Context: an optimization exercise on an open-source flow, tuned for small area, a short achievable clock period and few clock cycles. The choices shown serve that exercise and are no tape-out recipe.
Function was checked by simulation only, so behaviour that the tests miss may differ from the original.
Power figures rest on the tool's default switching activity, not on a simulated workload.

## param_wallace_multiplier
module param_wallace_multiplier
#(
    parameter int WIDTH = 32
) (
    input  logic                 clk,
    input  logic                 rst,
    input  logic [WIDTH-1:0]     a,
    input  logic [WIDTH-1:0]     b,
    input  logic                 signed_mode,
    input  logic                 in_valid,
    output logic                 in_ready,
    output logic [2*WIDTH-1:0]   product,
    output logic                 out_valid,
    input  logic                 out_ready
);
Settings: LEC_CHECK=0, ABC_CLOCK_PERIOD_IN_PS=5000, CAP_MARGIN=20, CORE_MARGIN=2, CORE_UTILIZATION=40, CTS_BUF_LIST=sky130_fd_sc_hd__clkbuf_4 sky130_fd_sc_hd__clkbuf_8, SETUP_SLACK_MARGIN=3.9, SLEW_MARGIN=20; clock period 10.0 ns.
standard.sh (not shown) runs the stock make flow with config.mk's settings and CLKGATE_MAP_FILE= SYNTH_SCRIPT=/design/flow/synth_recipe.tcl, a recipe that flattens the netlist after the stock synthesis.
==> flow/flow/run.sh <==
#!/bin/bash
# Own layout flow: the standard ORFS flow, with Yosys's generic "abc -fast"
# inside "synth" skipped (SYNTH_ARGS=-noabc). That pass re-maps the
# XOR3/majority full-adder logic before ORFS's extract_fa, which then finds the
# adders in inverted form and leaves an inverter on most adder-to-adder nets.
# Everything else (registers, their names, the final ABC mapping, floorplan,
# placement, CTS, routing) is the standard flow.
set -euo pipefail
bash standard.sh SYNTH_ARGS=-noabc finish > standard_flow.log 2>&1
The baseline finished with timing, DRC and antenna clean.
Testbench counts at the start, summed over its fixed seeds: cycles 2,408.
Rerun with:
--- a/flow/flow/run.sh
+++ b/flow/flow/run.sh
@@ -7,3 +7,3 @@
 # placement, CTS, routing) is the standard flow.
 set -euo pipefail
-bash standard.sh SYNTH_ARGS=-noabc finish > standard_flow.log 2>&1
+bash standard.sh SYNTH_ARGS=-noabc SETUP_MOVE_SEQUENCE=unbuffer,sizeup,swap,buffer finish > standard_flow.log 2>&1
Settings changed: CTS_BUF_LIST sky130_fd_sc_hd__clkbuf_4 sky130_fd_sc_hd__clkbuf_8 to default, SETUP_SLACK_MARGIN 3.9 to 4.0.
The new run completed with no timing, DRC or antenna violations.
Die area stays the same.
Worst setup slack degrades by 0.26 ns.
Clock-buffer cell count came out lower by 6.
Final cell count drops by 2.0%.
Design area is higher by 0.97%.
Flip-flop and latch count does not change.
Register-to-register slack is worse by 0.13 ns.
Sequential share of layout area shrinks by 0.11 points.
Clock skew went down by 0.0036 ns.
Power is higher by 6.4%.
Routed wire length is lower by 7.4%.

---

Another version of the RTL of param_wallace_multiplier (not shown whole).
Size: roughly 2900 cells after synthesis, roughly 130 flip-flops, roughly 140 I/O pins, about 29000 um2 of cells after synthesis.
Settings: LEC_CHECK=0, ABC_CLOCK_PERIOD_IN_PS=5000, CAP_MARGIN=0, CORE_MARGIN=2, CORE_UTILIZATION=40, SETUP_SLACK_MARGIN=4.0, SLEW_MARGIN=0; clock period 10.0 ns.
==> flow/flow/run.sh <==
#!/bin/bash
# Own layout flow: the standard ORFS flow, with Yosys's generic "abc -fast"
# inside "synth" skipped (SYNTH_ARGS=-noabc). That pass re-maps the
# XOR3/majority full-adder logic before ORFS's extract_fa, which then finds the
# adders in inverted form and leaves an inverter on most adder-to-adder nets.
# Everything else (registers, their names, the final ABC mapping, floorplan,
# placement, CTS, routing) is the standard flow.
set -euo pipefail
bash standard.sh SYNTH_ARGS=-noabc finish > standard_flow.log 2>&1
The baseline passed the timing, design-rule and antenna checks.
Testbench counts at the start, summed over its fixed seeds: cycles 2,408.
Edit:
- CAP_MARGIN: 0 -> 20
- SETUP_SLACK_MARGIN: 4.0 -> 4.5
- SLEW_MARGIN: 0 -> 20
Result:
- The changed run finished clean
- worst setup slack improves by 120 ps
- synthesized area stays the same
- total power increases by about a fifth
- sequential cell count does not change
- global-route usage increases by 4.5 points
- utilization climbs by 11 points
Edit:
- SETUP_SLACK_MARGIN: 4.5 -> 4.0
Effect:
- The changed run completed with no timing, DRC or antenna violations
- worst setup slack gets worse by 120 ps
- via count came out lower by 11%
- non-clock buffer count shrinks by 300
- total power decreases by 18%
- clock power came out lower by 3.2%
- die area does not change
- first-iteration DRC count goes down by 17%
Edit:
- ABC_AREA: not set -> 1
After rerunning:
- worst setup slack loses 140 ps
- design area rises by 9.1%
- wire length went up by 15%
- clock power rises by about 1%
- die area went up by 6.6%
- critical path depth rose by 1
- flip-flop and latch count is unchanged
- count of clock-buffer cells in the layout is higher by 1
- utilization increases by 1.2 points
- global-route usage goes up by 2.1 points
- area after synthesis climbs by 6.7%

---

== run 1 ==
param_wallace_multiplier with an RTL version that a note above also has.
Size: ~2800 cells after synthesis, about 120 flip-flops, roughly 140 I/O pins, ~28000 µm² of cells after synthesis.
==> flow/config.mk <==
export PLATFORM = sky130hd
export DESIGN_NAME = param_wallace_multiplier
export DESIGN_NICKNAME = param_wallace_multiplier
export VERILOG_FILES = /design/flow/design.v
export SDC_FILE = /design/flow/constraint.sdc
export NUM_CORES = 4
export LEC_CHECK = 0
export ABC_CLOCK_PERIOD_IN_PS = 5000
export CAP_MARGIN = 20
export CORE_MARGIN = 2
export CORE_UTILIZATION = 40
export CTS_BUF_LIST = sky130_fd_sc_hd__clkbuf_8
export CTS_CLUSTER_SIZE = 30
export SETUP_SLACK_MARGIN = 4.0
export SLEW_MARGIN = 20
==> flow/constraint.sdc <==
create_clock -name core_clock -period 10.0 [get_ports {clk}]
set_input_delay 2.0000 -clock core_clock [delete_from_list [all_inputs] [get_ports {clk}]]
set_output_delay 2.0000 -clock core_clock [all_outputs]
set_load 0.01 [all_outputs]
Scripts as last shown in full above: flow/flow/run.sh
The final layout from run 1, which completed every stage, passed the timing, design-rule and antenna checks at the end of the flow.
Testbench counts of run 1, summed over its fixed seeds: cycles 2,408.
diff inputs: run 1 => run 2
# run 1
export LEC_CHECK = 0
export ABC_CLOCK_PERIOD_IN_PS = 5000
export CAP_MARGIN = 20
export CORE_MARGIN = 2
export CORE_UTILIZATION = 40
export CTS_BUF_LIST = sky130_fd_sc_hd__clkbuf_8
export CTS_CLUSTER_SIZE = 30
export SETUP_SLACK_MARGIN = 4.0
export SLEW_MARGIN = 20
create_clock -name core_clock -period 10.0 [get_ports {clk}]
# run 2
export LEC_CHECK = 0
export ABC_CLOCK_PERIOD_IN_PS = 5000
export CAP_MARGIN = 20
export CORE_MARGIN = 2
export CORE_UTILIZATION = 40
export SETUP_SLACK_MARGIN = 4.05
export SLEW_MARGIN = 20
create_clock -name core_clock -period 10.0 [get_ports {clk}]
## What came out
Having completed the whole flow, run 1 delivered a layout that passed the timing, design-rule and antenna checks.
Run 2 completed end to end with timing, DRC and antenna clean.
Summary — vias per cell, run 2 relative to run 1: lower, by 0.040.
Going from run 1 to run 2, the routed wire length was found to have gone up by about 2%.
From run 1 to run 2 the numbers moved as follows: worst-case reg-to-reg path depth moved down; worst setup slack increased 0.11 ns; relative max-transition margin decreased by 10 points relative to the old numbers; utilization went up.
Count of clock-buffer cells in the layout, run 2 and run 1, higher one = run 2.
Modified inputs, run 3 compared to run 2
# run 2
export LEC_CHECK = 0
export ABC_CLOCK_PERIOD_IN_PS = 5000
export CAP_MARGIN = 20
export CORE_MARGIN = 2
export CORE_UTILIZATION = 40
export SETUP_SLACK_MARGIN = 4.05
export SLEW_MARGIN = 20
create_clock -name core_clock -period 10.0 [get_ports {clk}]
# run 3
export LEC_CHECK = 0
export ABC_CLOCK_PERIOD_IN_PS = 5000
export CAP_MARGIN = 20
export CORE_MARGIN = 2
export CORE_UTILIZATION = 40
export SETUP_SLACK_MARGIN = 4.5
export SLEW_MARGIN = 20
create_clock -name core_clock -period 10.0 [get_ports {clk}]
--- a/flow/flow/run.sh
+++ b/flow/flow/run.sh
@@ -8,2 +8,2 @@
 set -euo pipefail
-bash standard.sh SYNTH_ARGS=-noabc finish > standard_flow.log 2>&1
+bash standard.sh SYNTH_ARGS=-noabc SETUP_MOVE_SEQUENCE=unbuffer,sizeup,swap finish > standard_flow.log 2>&1
## What came out
Re maximum number of pins on one net before global-route repair: run 2 and run 3 aren't equal, and the lower value belongs to run 3.
Higher final cell count without fillers was reported by run 2, not run 3.
Timing endpoint of the critical path = r_q[71]: run 3; timing endpoint of the critical path = product[63]: run 2
Higher clock share of power among run 2 and run 3: run 2
Taking run 2 as the reference point, the number of nets at the end of the flow of run 3 falls by 169.
Core box area: run 2 vs run 3 identical
Run 3: PASS, flow complete, no timing, DRC or antenna violations
Inputs modified between run 3 and run 4:
# run 3
export LEC_CHECK = 0
export ABC_CLOCK_PERIOD_IN_PS = 5000
export CAP_MARGIN = 20
export CORE_MARGIN = 2
export CORE_UTILIZATION = 40
export SETUP_SLACK_MARGIN = 4.5
export SLEW_MARGIN = 20
create_clock -name core_clock -period 10.0 [get_ports {clk}]
# run 4
export LEC_CHECK = 0
export ABC_CLOCK_PERIOD_IN_PS = 5000
export CAP_MARGIN = 20
export CORE_MARGIN = 2
export CORE_UTILIZATION = 40
export CTS_BUF_LIST = sky130_fd_sc_hd__clkbuf_4 sky130_fd_sc_hd__clkbuf_8
export SETUP_SLACK_MARGIN = 4.0
export SLEW_MARGIN = 20
create_clock -name core_clock -period 10.0 [get_ports {clk}]
--- a/flow/flow/run.sh
+++ b/flow/flow/run.sh
@@ -8,2 +8,2 @@
 set -euo pipefail
-bash standard.sh SYNTH_ARGS=-noabc SETUP_MOVE_SEQUENCE=unbuffer,sizeup,swap finish > standard_flow.log 2>&1
+bash standard.sh SYNTH_ARGS=-noabc finish > standard_flow.log 2>&1
- Going from run 3 to run 4, count of fill cells added during filler insertion climbed 4.7%; number of detailed-route iterations in the first pass saw an increase; non-clock buffer count higher; footprint of the multi-input gates moved down; transition time at the pin with the least slew margin fell by 0.057 ns.
- Run 3 reports its critical path's slowest cell as nor2b_4 while run 4 reports ha_4.
- Of the two candidates, run 3 has the worse worst setup slack and run 4 the better one.
- Run 4 vs run 3 — routed length per instance dropped by a few percent
- Compared with run 3, run 4 shows a higher post-layout instance count excluding filler cells.
- Sequential power across run 4 and run 3: no real change.

[port drivers added, routing unchanged]
Ports are ideal in the flow. The routed layouts listed here were re-timed in OpenROAD. Step 1 (the two cells are an assumption about what drives the block):
set clk [get_ports {clk}]
set_driving_cell -lib_cell sky130_fd_sc_hd__clkbuf_16 $clk
set_driving_cell -lib_cell sky130_fd_sc_hd__buf_2 [delete_from_list [all_inputs] $clk]
Step 2 adds t to the input delays and takes it off the output delays; t is the mean of the earliest and latest rising clock arrival at the registers after step 1. Input paths then give back, and output paths get back, about the clock's delay inside the block. a / b / c = no drivers / after step 1 / after step 2; a / b = the first two.
run | t (ns) | setup slack, ns | latest minus earliest clock arrival (ns) | slew at the worst register clock pin (ns) | worst data-port slew with drivers (ns)
the first run of note 1 | 0.621 | 3.892 / 3.867 / 3.245 | 0.023 / 0.023 | 0.08 / 0.08 | 0.09
the second run of note 1 | 0.541 | 3.634 / 3.643 / 3.102 | 0.016 / 0.016 | 0.07 / 0.07 | 0.07
the first run of note 2 | 0.559 | 4.059 / 3.992 / 3.546 | 0.019 / 0.019 | 0.08 / 0.08 | 0.07
the second run of note 2 | 0.552 | 4.175 / 4.179 / 3.627 | 0.033 / 0.034 | 0.09 / 0.09 | 0.07
the third run of note 2 | 0.559 | 4.059 / 3.992 / 3.546 | 0.019 / 0.019 | 0.08 / 0.08 | 0.07
the fourth run of note 2 | 0.478 | 3.915 / 3.953 / 3.474 | 0.015 / 0.015 | 0.07 / 0.07 | 0.11
run 1 | 0.603 | 3.932 / 3.972 / 3.368 | 0.023 / 0.023 | 0.10 / 0.10 | 0.06
run 2 | 0.556 | 4.043 / 3.983 / 3.537 | 0.021 / 0.021 | 0.07 / 0.07 | 0.06
run 3 | 0.546 | 3.775 / 3.794 / 3.248 | 0.016 / 0.017 | 0.07 / 0.07 | 0.07
run 4 | 0.603 | 3.932 / 3.972 / 3.368 | 0.023 / 0.023 | 0.10 / 0.10 | 0.06
After both steps every run listed still meets setup and hold. For the first run of note 1, which loses most, drivers alone change the setup slack by -0.025 ns; drivers and shift together by -0.647 ns.
